What follows belongs to an exercise in optimizing a design on an open flow for small area, a short achievable clock period and few clock cycles per item; a production flow would make more cautious choices. Only simulation tests tie the RTL to the original design; equivalence was not proved.

before:
==> flow/design.v (excerpt) <==
module cubic_bezier_point_generator
(
    input  logic clk,
    input  logic rst_n,
    input  logic in_valid,
    output logic in_ready,
    input  logic [127:0] in_data,
    output logic out_valid,
    input  logic out_ready,
    output logic [38:0]  out_data
);
==> module cubic_bezier_point_generator, before the edit <==
module cubic_bezier_point_generator
(
    input  logic clk,
    input  logic rst_n,
    input  logic in_valid,
    output logic in_ready,
    input  logic [127:0] in_data,
    output logic out_valid,
    input  logic out_ready,
    output logic [38:0]  out_data
);
    function automatic logic [7:0] booth(input logic [4:0] i);
        logic [2:0] one, two;
        logic [1:0] neg;
        logic [2:0] g;
        for (int k = 0; k < 3; k++)
        begin
            g[2] = (k < 2) ? i[2*k+1] : 1'b0;
            g[1] = i[2*k];
            g[0] = (k > 0) ? i[2*k-1] : 1'b0;
            one[k] = g[1] ^ g[0];
            two[k] = (g == 3'b100) || (g == 3'b011);
            if (k < 2)
                neg[k] = g[2];
        end
        booth = {one, two, neg};
    endfunction
    logic       a_v, b_v, c_v, d_v, e_v, f_v, o_v, s_v, rdy;
    logic [4:0] a_i, d_n, f_n;
    logic [7:0] b_bc, e_bc;
    logic       fire, a_free, o_load, f_fire;
    assign fire     = !s_v;
    assign a_free   = !a_v || (a_i == 5'd31);
    assign in_ready = rdy;
    assign o_load   = !o_v || out_ready;
    assign f_fire   = fire && f_v;
    always_ff @(posedge clk or negedge rst_n)
    begin
        if (!rst_n)
        begin
            a_v <= 1'b0;
            b_v <= 1'b0;
            c_v <= 1'b0;
            d_v <= 1'b0;
            e_v <= 1'b0;
            f_v <= 1'b0;
            o_v <= 1'b0;
            s_v <= 1'b0;
            rdy <= 1'b1;
            d_n <= 5'd0;
            f_n <= 5'd0;
        end
        else
        begin
            if (fire && d_v)
                d_n <= d_n + 5'd1;
            if (f_fire)
                f_n <= f_n + 5'd1;
            if (fire)
            begin
                b_v <= a_v;
                c_v <= b_v;
                d_v <= c_v;
                e_v <= d_v;
                f_v <= e_v;
                if (a_free)
                    a_v <= in_valid;
            end
            if (o_load)
            begin
                o_v <= s_v || f_fire;
                s_v <= 1'b0;
            end
            else if (f_fire)
                s_v <= 1'b1;
            rdy <= (o_load || (fire && !f_v)) &&
                   (fire ? (a_free ? !in_valid : (a_i == 5'd30))
                         : a_free);
        end
    end
    always_ff @(posedge clk)
    begin
        if (fire)
        begin
            b_bc <= booth(a_i);
            e_bc <= booth(d_n);
            a_i  <= a_free ? 5'd0 : a_i + 5'd1;
        end
    end
    logic [38:0] res, s_data, o_data;
    genvar c;
    generate
        for (c = 0; c < 2; c++)
        begin : g_coord
            localparam int OFS = (c == 0) ? 16 : 0;
            logic [16:0] d [3];
            logic [16:0] dn [3];
            logic [20:0] w [3];
            logic [20:0] wn [3];
            logic [16:0] e0n, e1n, e3n;
            logic [15:0] b_q0, b_q1;
            logic [16:0] b_e0, b_e1;
            logic [15:0] s0n, c0n, s1n, c1n, s3n, c3n;
            logic        k0n, k1n, k3n;
            logic [15:0] c_s0, c_c0, c_s1, c_c1;
            logic        c_k0, c_k1;
            logic [15:0] r0n, r1n;
            logic [15:0] d_r0, d_r1;
            logic [15:0] e_r0;
            logic [16:0] e_e3;
            logic [15:0] f_s, f_c;
            logic        f_k;
            logic [15:0] pt;
            for (genvar k = 0; k < 3; k++)
            begin : g_q
                bcpg_sub   u_d (.a(in_data[96 - 32*k + OFS +: 16]), .b(in_data[64 - 32*k + OFS +: 16]),
                                .e(dn[k]));
                bcpg_dstep u_w (.w(w[k]), .d(d[k]), .y(wn[k]));
                always_ff @(posedge clk)
                begin
                    if (fire)
                    begin
                        if (a_free)
                            w[k] <= {in_data[96 - 32*k + OFS +: 16], 5'b00000};
                        else
                            w[k] <= wn[k];
                    end
                    if (fire && a_free)
                        d[k] <= dn[k];
                end
            end
            bcpg_sub u_e0 (.a(w[0][20:5]), .b(w[1][20:5]), .e(e0n));
            bcpg_sub u_e1 (.a(w[1][20:5]), .b(w[2][20:5]), .e(e1n));
            bcpg_csa u_m0 (.a(b_q0), .e(b_e0), .bo(b_bc[7:5]), .bt(b_bc[4:2]), .bn(b_bc[1:0]),
                           .s(s0n), .c(c0n), .k(k0n));
            bcpg_csa u_m1 (.a(b_q1), .e(b_e1), .bo(b_bc[7:5]), .bt(b_bc[4:2]), .bn(b_bc[1:0]),
                           .s(s1n), .c(c1n), .k(k1n));
            bcpg_cpa u_r0 (.s(c_s0), .c(c_c0), .k(c_k0), .y(r0n));
            bcpg_cpa u_r1 (.s(c_s1), .c(c_c1), .k(c_k1), .y(r1n));
            bcpg_sub u_e3 (.a(d_r0), .b(d_r1), .e(e3n));
            bcpg_csa u_m3 (.a(e_r0), .e(e_e3), .bo(e_bc[7:5]), .bt(e_bc[4:2]), .bn(e_bc[1:0]),
                           .s(s3n), .c(c3n), .k(k3n));
            bcpg_cpa u_pt (.s(f_s), .c(f_c), .k(f_k), .y(pt));
            always_ff @(posedge clk)
            begin
                if (fire)
                begin
                    b_q0 <= w[0][20:5];
                    b_q1 <= w[1][20:5];
                    b_e0 <= e0n;
                    b_e1 <= e1n;
                    c_s0 <= s0n;
                    c_c0 <= c0n;
                    c_k0 <= k0n;
                    c_s1 <= s1n;
                    c_c1 <= c1n;
                    c_k1 <= k1n;
                    d_r0 <= r0n;
                    d_r1 <= r1n;
                    e_r0 <= d_r0;
                    e_e3 <= e3n;
                    f_s  <= s3n;
                    f_c  <= c3n;
                    f_k  <= k3n;
                end
            end
            assign res[38 - 16*c -: 16] = pt;
        end
    endgenerate
    assign res[6:1] = {1'b0, f_n};
    assign res[0]   = (f_n == 5'd31);
    always_ff @(posedge clk)
    begin
        if (fire)
            s_data <= res;
        if (o_load)
            o_data <= s_v ? s_data : res;
    end
    assign out_valid = o_v;
    assign out_data  = o_data;
endmodule
==> flow/config.mk <==
export PLATFORM = sky130hd
export DESIGN_NAME = cubic_bezier_point_generator
export DESIGN_NICKNAME = cubic_bezier_point_generator
export VERILOG_FILES = /design/flow/design.v
export SDC_FILE = /design/flow/constraint.sdc
export NUM_CORES = 4
export LEC_CHECK = 0
export ABC_AREA = 1
export ABC_CLOCK_PERIOD_IN_PS = 3000
export CAP_MARGIN = 20
export CORE_MARGIN = 2
export CORE_UTILIZATION = 60
export CTS_BUF_LIST = sky130_fd_sc_hd__clkbuf_16
export CTS_CLUSTER_DIAMETER = 100
export CTS_CLUSTER_SIZE = 25
export SETUP_SLACK_MARGIN = 5
export SLEW_MARGIN = 20
==> flow/constraint.sdc <==
create_clock -name core_clock -period 8.0 [get_ports {clk}]
set_input_delay 1.6000 -clock core_clock [delete_from_list [all_inputs] [get_ports {clk}]]
set_output_delay 1.6000 -clock core_clock [all_outputs]
set_load 0.01 [all_outputs]
run.sh (not shown) runs the stock make flow with config.mk's settings and CLKGATE_MAP_FILE= SYNTH_SCRIPT=/design/flow/synth_recipe.tcl, a recipe that flattens the netlist after the stock synthesis.
Testbench counts of before, summed over its fixed seeds: cycles 16,440, points 16,384.
diff inputs: before => after
--- a/flow/design.v
+++ b/flow/design.v
@@ -1772,7 +1772,7 @@
         booth = {one, two, neg};
     endfunction
     logic       a_v, b_v, c_v, d_v, e_v, f_v, o_v, s_v, rdy;
-    logic [4:0] a_i, d_n, f_n;
+    logic [4:0] a_i, b_i, c_i, d_i, e_i, f_i;
     logic [7:0] b_bc, e_bc;
     logic       fire, a_free, o_load, f_fire;
     assign fire     = !s_v;
@@ -1793,15 +1793,9 @@
             o_v <= 1'b0;
             s_v <= 1'b0;
             rdy <= 1'b1;
-            d_n <= 5'd0;
-            f_n <= 5'd0;
         end
         else
         begin
-            if (fire && d_v)
-                d_n <= d_n + 5'd1;
-            if (f_fire)
-                f_n <= f_n + 5'd1;
             if (fire)
             begin
                 b_v <= a_v;
@@ -1828,8 +1822,13 @@
     begin
         if (fire)
         begin
+            b_i  <= a_i;
             b_bc <= booth(a_i);
-            e_bc <= booth(d_n);
+            c_i  <= b_i;
+            d_i  <= c_i;
+            e_i  <= d_i;
+            e_bc <= booth(d_i);
+            f_i  <= e_i;
             a_i  <= a_free ? 5'd0 : a_i + 5'd1;
         end
     end
@@ -1913,8 +1912,8 @@
             assign res[38 - 16*c -: 16] = pt;
         end
     endgenerate
-    assign res[6:1] = {1'b0, f_n};
-    assign res[0]   = (f_n == 5'd31);
+    assign res[6:1] = {1'b0, f_i};
+    assign res[0]   = (f_i == 5'd31);
     always_ff @(posedge clk)
     begin
         if (fire)
==> comparison <==
Largest net degree at the start of global routing: after < before. There was hardly any difference in global router's overall resource usage between before and after. Relative to before, estimated wirelength of the detail-placed design increased by about 0.8% in after. Compared to before, the number of flip-flops in after is higher. Looking at core area across before and after, the one that comes out higher is after. Cell area went up slightly going from before to after.
Testbench counts of after, summed over its fixed seeds: cycles 16,440, points 16,384.

[separate check: timing with driven ports]
In the flow no input, the clock included, has a driving cell. The finished layouts below were timed again as built, in two steps.
Step 1 (the two cells are an assumption about what drives the block):
set clk [get_ports {clk}]
set_driving_cell -lib_cell sky130_fd_sc_hd__clkbuf_16 $clk
set_driving_cell -lib_cell sky130_fd_sc_hd__buf_2 [delete_from_list [all_inputs] $clk]
Step 2 also shifts input and output timing later by t, the mid clock arrival at the registers, as if the neighbouring blocks saw the same clock.
Slacks: ideal ports / drivers / drivers and shift; pairs: ideal ports / drivers.
run	shift t [ns]	setup WS [ns]	worst hold slack (ns)
before	0.675	5.025 / 4.986 / 4.386	0.437 / 0.437 / 0.437
after	0.669	4.992 / 4.936 / 4.340	0.428 / 0.428 / 0.428
After both steps setup and hold are still met in every run listed. The setup slack of after, which loses most, moves by -0.056 ns with the drivers and by -0.652 ns with both steps.
